Context: an optimization exercise on an open-source flow, tuned for small area, a short achievable clock period and few clock cycles per item. The choices shown serve that exercise and are no tape-out recipe. The RTL was checked by simulation tests, not by an equivalence proof against the original design.

<file path="run.sh">
#!/bin/bash
# synth_recipe.tcl (not shown) runs the flow's synth.tcl, then flattens the netlist and writes it again
# the make line also repeats each setting of config.mk as NAME=value (left out here)
make -C /OpenROAD-flow-scripts/flow DESIGN_CONFIG=/design/flow/config.mk WORK_HOME=/design/flow/orfs CLKGATE_MAP_FILE= SYNTH_SCRIPT=/design/flow/synth_recipe.tcl finish
</file>
<file path="config.mk">
export PLATFORM = sky130hd
export DESIGN_NAME = npu_requant
export DESIGN_NICKNAME = npu_requant
export VERILOG_FILES = /design/flow/design.v
export SDC_FILE = /design/flow/constraint.sdc
export NUM_CORES = 4
export LEC_CHECK = 0
export CAP_MARGIN = 20
export CORE_MARGIN = 2
export CORE_UTILIZATION = 40
export SLEW_MARGIN = 20
</file>
<file path="constraint.sdc">
create_clock -name core_clock -period 10.0 [get_ports {clk_i}]
set_input_delay 2.0000 -clock core_clock [delete_from_list [all_inputs] [get_ports {clk_i}]]
set_output_delay 2.0000 -clock core_clock [all_outputs]
set_load 0.01 [all_outputs]
</file>
<file path="design.v">
module npu_requant #(
  localparam int M_LEN  = 32,
  localparam int S_LEN  = 32,
  localparam int SH_LEN = 5
) (
  input  logic              clk_i,
  input  logic              rstn_i,
  input  logic              clear_i,
  input  logic [M_LEN-1:0]  acc_i,
  input  logic [S_LEN-1:0]  mult_i,
  input  logic [SH_LEN-1:0] shift_i,
  input  logic              valid_i,
  output logic              ready_o,
  output logic [M_LEN-1:0]  data_o,
  output logic              valid_o,
  input  logic              ready_i
);
  localparam int P_LEN = M_LEN + S_LEN;
  localparam logic [M_LEN-1:0]  ACC_MIN  = {1'b1, {(M_LEN-1){1'b0}}};
  localparam logic [S_LEN-1:0]  MULT_MIN = {1'b1, {(S_LEN-1){1'b0}}};
  localparam logic [P_LEN-1:0]  RND_H    = {{(P_LEN-31){1'b0}}, 1'b1, 30'd0};
  localparam logic [32:0]       H_MAX    = 33'h0_7FFF_FFFF;
  localparam logic [SH_LEN-1:0] SH_ONE   = {{(SH_LEN-1){1'b0}}, 1'b1};
  localparam logic signed [35:0] R_MAX   = 36'sh0_7FFF_FFFF;
  localparam logic signed [35:0] R_MIN   = 36'shF_8000_0000;
  logic en;
  logic signed [M_LEN-1:0] acc1_q;
  logic signed [S_LEN-1:0] mult1_q;
  logic [SH_LEN-1:0]       sh1_q;
  logic                    v1_q;
  logic signed [P_LEN-1:0] prod2_d, prod2_q;
  logic                    ovf2_d, ovf2_q;
  logic [SH_LEN-1:0]       sh2_q;
  logic                    v2_q;
  logic [M_LEN-1:0]        data_d, data_q;
  logic                    v3_q;
  logic [P_LEN-1:0]        p_mag;
  logic [32:0]             h_mag;
  logic                    h_neg;
  logic [33:0]             rnd;
  logic [33:0]             r_mag;
  logic signed [35:0]      r_val;
  assign en      = ready_i | ~v3_q;
  assign ready_o = en;
  assign valid_o = v3_q;
  assign data_o  = data_q;
  assign prod2_d = $signed({{(P_LEN-M_LEN){acc1_q[M_LEN-1]}}, acc1_q}) *
                   $signed({{(P_LEN-S_LEN){mult1_q[S_LEN-1]}}, mult1_q});
  assign ovf2_d  = (acc1_q == ACC_MIN) && (mult1_q == MULT_MIN);
  always_comb begin
    p_mag = prod2_q[P_LEN-1] ? -prod2_q : prod2_q;
    h_mag = 33'((p_mag + RND_H) >> 31);
    h_neg = prod2_q[P_LEN-1] & ~ovf2_q;
    if (ovf2_q) begin
      h_mag = H_MAX;
    end
    rnd   = (sh2_q == '0) ? 34'd0 : (34'd1 << (sh2_q - SH_ONE));
    r_mag = ({1'b0, h_mag} + rnd) >> sh2_q;
    r_val = h_neg ? -$signed({2'b00, r_mag}) : $signed({2'b00, r_mag});
    if (r_val > R_MAX) begin
      data_d = R_MAX[M_LEN-1:0];
    end else if (r_val < R_MIN) begin
      data_d = R_MIN[M_LEN-1:0];
    end else begin
      data_d = r_val[M_LEN-1:0];
    end
  end
  always_ff @(posedge clk_i or negedge rstn_i) begin
    if (!rstn_i) begin
      acc1_q  <= '0;
      mult1_q <= '0;
      sh1_q   <= '0;
      prod2_q <= '0;
      ovf2_q  <= 1'b0;
      sh2_q   <= '0;
      data_q  <= '0;
    end else begin
      if (en) begin
        acc1_q  <= acc_i;
        mult1_q <= mult_i;
        sh1_q   <= shift_i;
        prod2_q <= prod2_d;
        ovf2_q  <= ovf2_d;
        sh2_q   <= sh1_q;
      end
      if (en && !clear_i) begin
        data_q <= data_d;
      end
    end
  end
  always_ff @(posedge clk_i or negedge rstn_i) begin
    if (!rstn_i) begin
      v1_q <= 1'b0;
      v2_q <= 1'b0;
      v3_q <= 1'b0;
    end else if (clear_i) begin
      v1_q <= 1'b0;
      v2_q <= 1'b0;
      v3_q <= 1'b0;
    end else if (en) begin
      v1_q <= valid_i;
      v2_q <= v1_q;
      v3_q <= v2_q;
    end
  end
endmodule
</file>
==> results.ini <==
[outcome]
status = finished clean

[timing]
max_freq_mhz = 106
tns_ps = 0
timing.final.ws_setup_ps = 567
relSlewSlack = 0.285
fin_crit_ps = 9430
fin_crit_sh = 0.943
rsz0062_at_grt = no
slew_viol_final = 0
skew_ps = 21.7
setup_viol = 0
hold_violations = 0
tightest_slew_ps = 1060

[floorplanning]
initial_core_util = 0.402
core_area_sq_um = 125000
die-area_sq_um = 129000
dieWidth_um = 359
num_io_pins = 108
die_h_um = 359
fp-row-count = 130

[logic_synthesis]
syn_avg_cell_area_sq_um = 8.53
ys_ff_latch = 174
synthFlopType = dfrtp_1
async_flop_share = 1.00
syn-num-nets = 7288
synthCells = 5913
synth-edff-count = 0
ys_warn_count = 1
yosysSeqAreaShare = 0.0864
syn_area_sq_um = 50400
synth_cell_types = 100

[cts]
htreeDepth = 4
clk_pin_slew_worst_paths_ps = 90
cts-root-buf = clkbuf_16
cts_tree = done
cts_buffer_depth = 2
postCtsSetupBuffers = 0
clkLatencyLatePin_ps = 550
cts.sinks = 174
cts_hold_buf = 0
numCtsBuffers = 17

[worst_setup_path]
worstPathArrival_ps = 9810
worstPathRequired_ps = 10380
timing.rr.start = acc1_q[12]
cp_common_cell = fa_1
cp-end-kind = flip-flop
worst_r2r_endpoint = prod2_q[55]
start_kind = flip-flop
critical-path-max-stage-delay_ps = 830
cp_max_fo = 16
path_class = reg -> reg
rr_worst_depth = 32
slowest_stage = dfrtp_1
worst-r2r-setup-slack_ps = 570
critPathLaunch = acc1_q[12]

[global_route]
antenna_found_initial = 4
overflow = 0
grt_pass1_vias = 42100
track_usage = 0.250
grt_max_degree = 87
grt_pass1_wl_um = 249000

[worst_hold_path]
worstHoldPathType = reg -> reg
hold_depth = 2
whs_endpoint = sh1_q[3]
hp-start = sh1_q[3]

[layout]
drive_above_1_share = 0.0518
syn_to_final_growth_pct = 7.55
layout.nets = 7235

[routing]
routedWlPerCell_um = 21.1
vias = 40200
drtAntennaViolNets = 0
viasPerCell = 5.34
drt_first_pass_iters = 6
drtIter0Drc = 3280
wl_um = 159000
drc = 0

[job]
drv_cap = 0

[placed_design]
detailed_place_hpwl_um = 130000
place_congestion = 0.949
portBuffers = 107
place_ws_ps = 574

## area by class of cell
| type | count | area, sq um |
|---|---|---|
| multi-input cells | 4238 | 40400 |
| inverters | 1150 | 4320 |
| fillers | 12400 | 71200 |
| well taps | 1650 | 2060 |
| clock buffers | 17 | 425 |
| diodes | 4 | 10.0 |
| flip-flops and latches | 174 | 4360 |
| repair buffers | 279 | 2420 |
| clock inverters | 15 | 219 |
## stage by stage
| stage | instances | hold WS, ps | util | cell area (sq um) |
|---|---|---|---|---|
| global route | 7523 | 506 | 0.432 | 54200 |
| finish | 7527 | 476 | 0.432 | 54200 |
| CTS | 7523 | 476 | 0.432 | 54200 |
| detailed placement | 7491 | 459 | 0.427 | 53600 |
| global placement | 7491 | 453 | 0.427 | 53600 |
| floorplan | 5913 | 439 | - | 50400 |
## layout by cell type (no fill, tap or decap), types with 34 or more instances in the layout
cell / n
ha_1: 218
a21oi_1: 171
nand2b_1: 75
clkdlybuf4s50_1: 106
fa_1: 1083
nand2_1: 1186
xor2_1: 71
a21o_1: 59
xnor2_1: 97
nand3_1: 48
nor3_1: 53
buf_4: 168
dfrtp_1: 166
inv_1: 1146
a31oi_1: 34
nor4_1: 44
o21ai_0: 112
nor2_1: 238
and2_1: 279
## kinds of logic (layout without fill, tap and decap cells)
group	after synthesis	after routing	synth area share
and+or+nand+nor	2073	2073	0.187
buffers and inverters	1501	1461	0.113
adders and majority gates	1304	1304	0.485
AOI/OAI and AO/OA	655	655	0.0921
DFF	174	174	0.0864
xor gates and xnor gates	168	168	0.0292
muxes	37	37	0.00834
other	1	5	0.0000744
## critical path, delay by kind of cell (launching register included)
family	cells	cell delay, ps
adder cells (fa/ha/maj)	9	4160
XOR/XNOR	1	160
flip-flops	1	830
AND/OR/NAND/NOR	3	420
AO/OA/AOI/OAI	13	3230
buffers and inverters	6	450
## how the worst max path moves through the flow
stage                  end  slack [ps]
2_1_floorplan  prod2_q[61]        1620
3_3_place_gp   prod2_q[62]         710
3_5_place_dp   prod2_q[58]         570
4_1_cts        prod2_q[60]         570
5_1_grt        prod2_q[61]          10
6_report       prod2_q[55]         570
## registers in the layout, indices dropped and copies added, names as in the netlist, 5 cells and up
| register | flops |
|---|---|
| prod2_q | 64 |
| acc1_q | 32 |
| data_q | 32 |
| mult1_q | 32 |
| sh1_q | 5 |
| sh2_q | 5 |
## cell usage after synthesis, types with 6 or more instances
library cell / number / area (sq um)
nand4_1: 27 / 169
o21a_1: 12 / 90.1
o41ai_1: 6 / 52.6
and4_1: 9 / 78.8
xnor2_1: 97 / 850
nor4_1: 44 / 275
fa_1: 1083 / 21700
a211o_1: 7 / 61.3
a41oi_1: 10 / 87.6
buf_1: 14 / 52.6
ha_1: 218 / 2730
nor2b_1: 23 / 144
nand2b_1: 76 / 475
nor3_1: 54 / 270
a21o_1: 59 / 443
nand3_1: 48 / 240
o311ai_2: 29 / 472
or2_2: 14 / 87.6
inv_1: 1147 / 4310
a31o_2: 6 / 52.6
o211ai_1: 24 / 180
clkbuf_1: 325 / 1220
a31oi_1: 34 / 213
a221oi_1: 10 / 87.6
o22ai_1: 11 / 68.8
o31a_1: 8 / 70.1
and2_1: 279 / 1750
nor2_1: 238 / 893
xor2_1: 71 / 622
or3_1: 23 / 144
o311ai_0: 6 / 52.6
a2111oi_0: 8 / 70.1
mux2_2: 10 / 113
mux2i_1: 24 / 240
a211oi_1: 32 / 240
a21oi_1: 171 / 856
a32oi_1: 6 / 52.6
o21bai_1: 12 / 90.1
dfrtp_1: 174 / 4350
o221ai_1: 6 / 52.6
and3_1: 16 / 100
o21ai_0: 112 / 561
nand2_1: 1186 / 4450
o31ai_1: 18 / 135
## layer usage
| metal | wire (um) | GRT usage | share of wire | up-vias |
|---|---|---|---|---|
| met5 | 13 | 0 | 0.000082 | - |
| met1 | 69700 | 0.350 | 0.44 | 20400 |
| li1 | - | - | - | 17900 |
| met4 | 4580 | 0.0713 | 0.029 | 2 |
| met3 | 13900 | 0.0577 | 0.088 | 252 |
| met2 | 70500 | 0.389 | 0.44 | 1603 |
## repair_timing
action                                 4_1_cts  5_1_grt
endpoints found under the hold margin        0        0
gates resized for setup                      0        8
setup endpoints to repair                    0       36
Testbench counts, summed over its fixed seeds: cycles 8,012, items 8,000.

-- separate check: timing with driven ports --
The results above use ideal ports. As a check the final layout listed here was re-extracted and re-timed, cells and wires unchanged. Step 1 (the two cells are an assumption about what drives the block):
set clk [get_ports {clk_i}]
set_driving_cell -lib_cell sky130_fd_sc_hd__clkbuf_16 $clk
set_driving_cell -lib_cell sky130_fd_sc_hd__buf_2 [delete_from_list [all_inputs] $clk]
Step 2 moves the port delays by t, midway between the first and last clock arrival at a register: inputs arrive t later, outputs are due t later. That takes back most of the time a late clock gives input paths. Three values: ideal ports, drivers, drivers and shift; two values: the first two.
t (ns): 0.609
setup slack, ns: 0.567 / 0.567 / 0.567
worst setup path at the end: register to register
worst slew at a driven data input, ns: 0.16
After both steps this run still meets setup and hold. For this run, drivers alone change the setup slack by 0.000 ns; drivers and shift together by 0.000 ns.
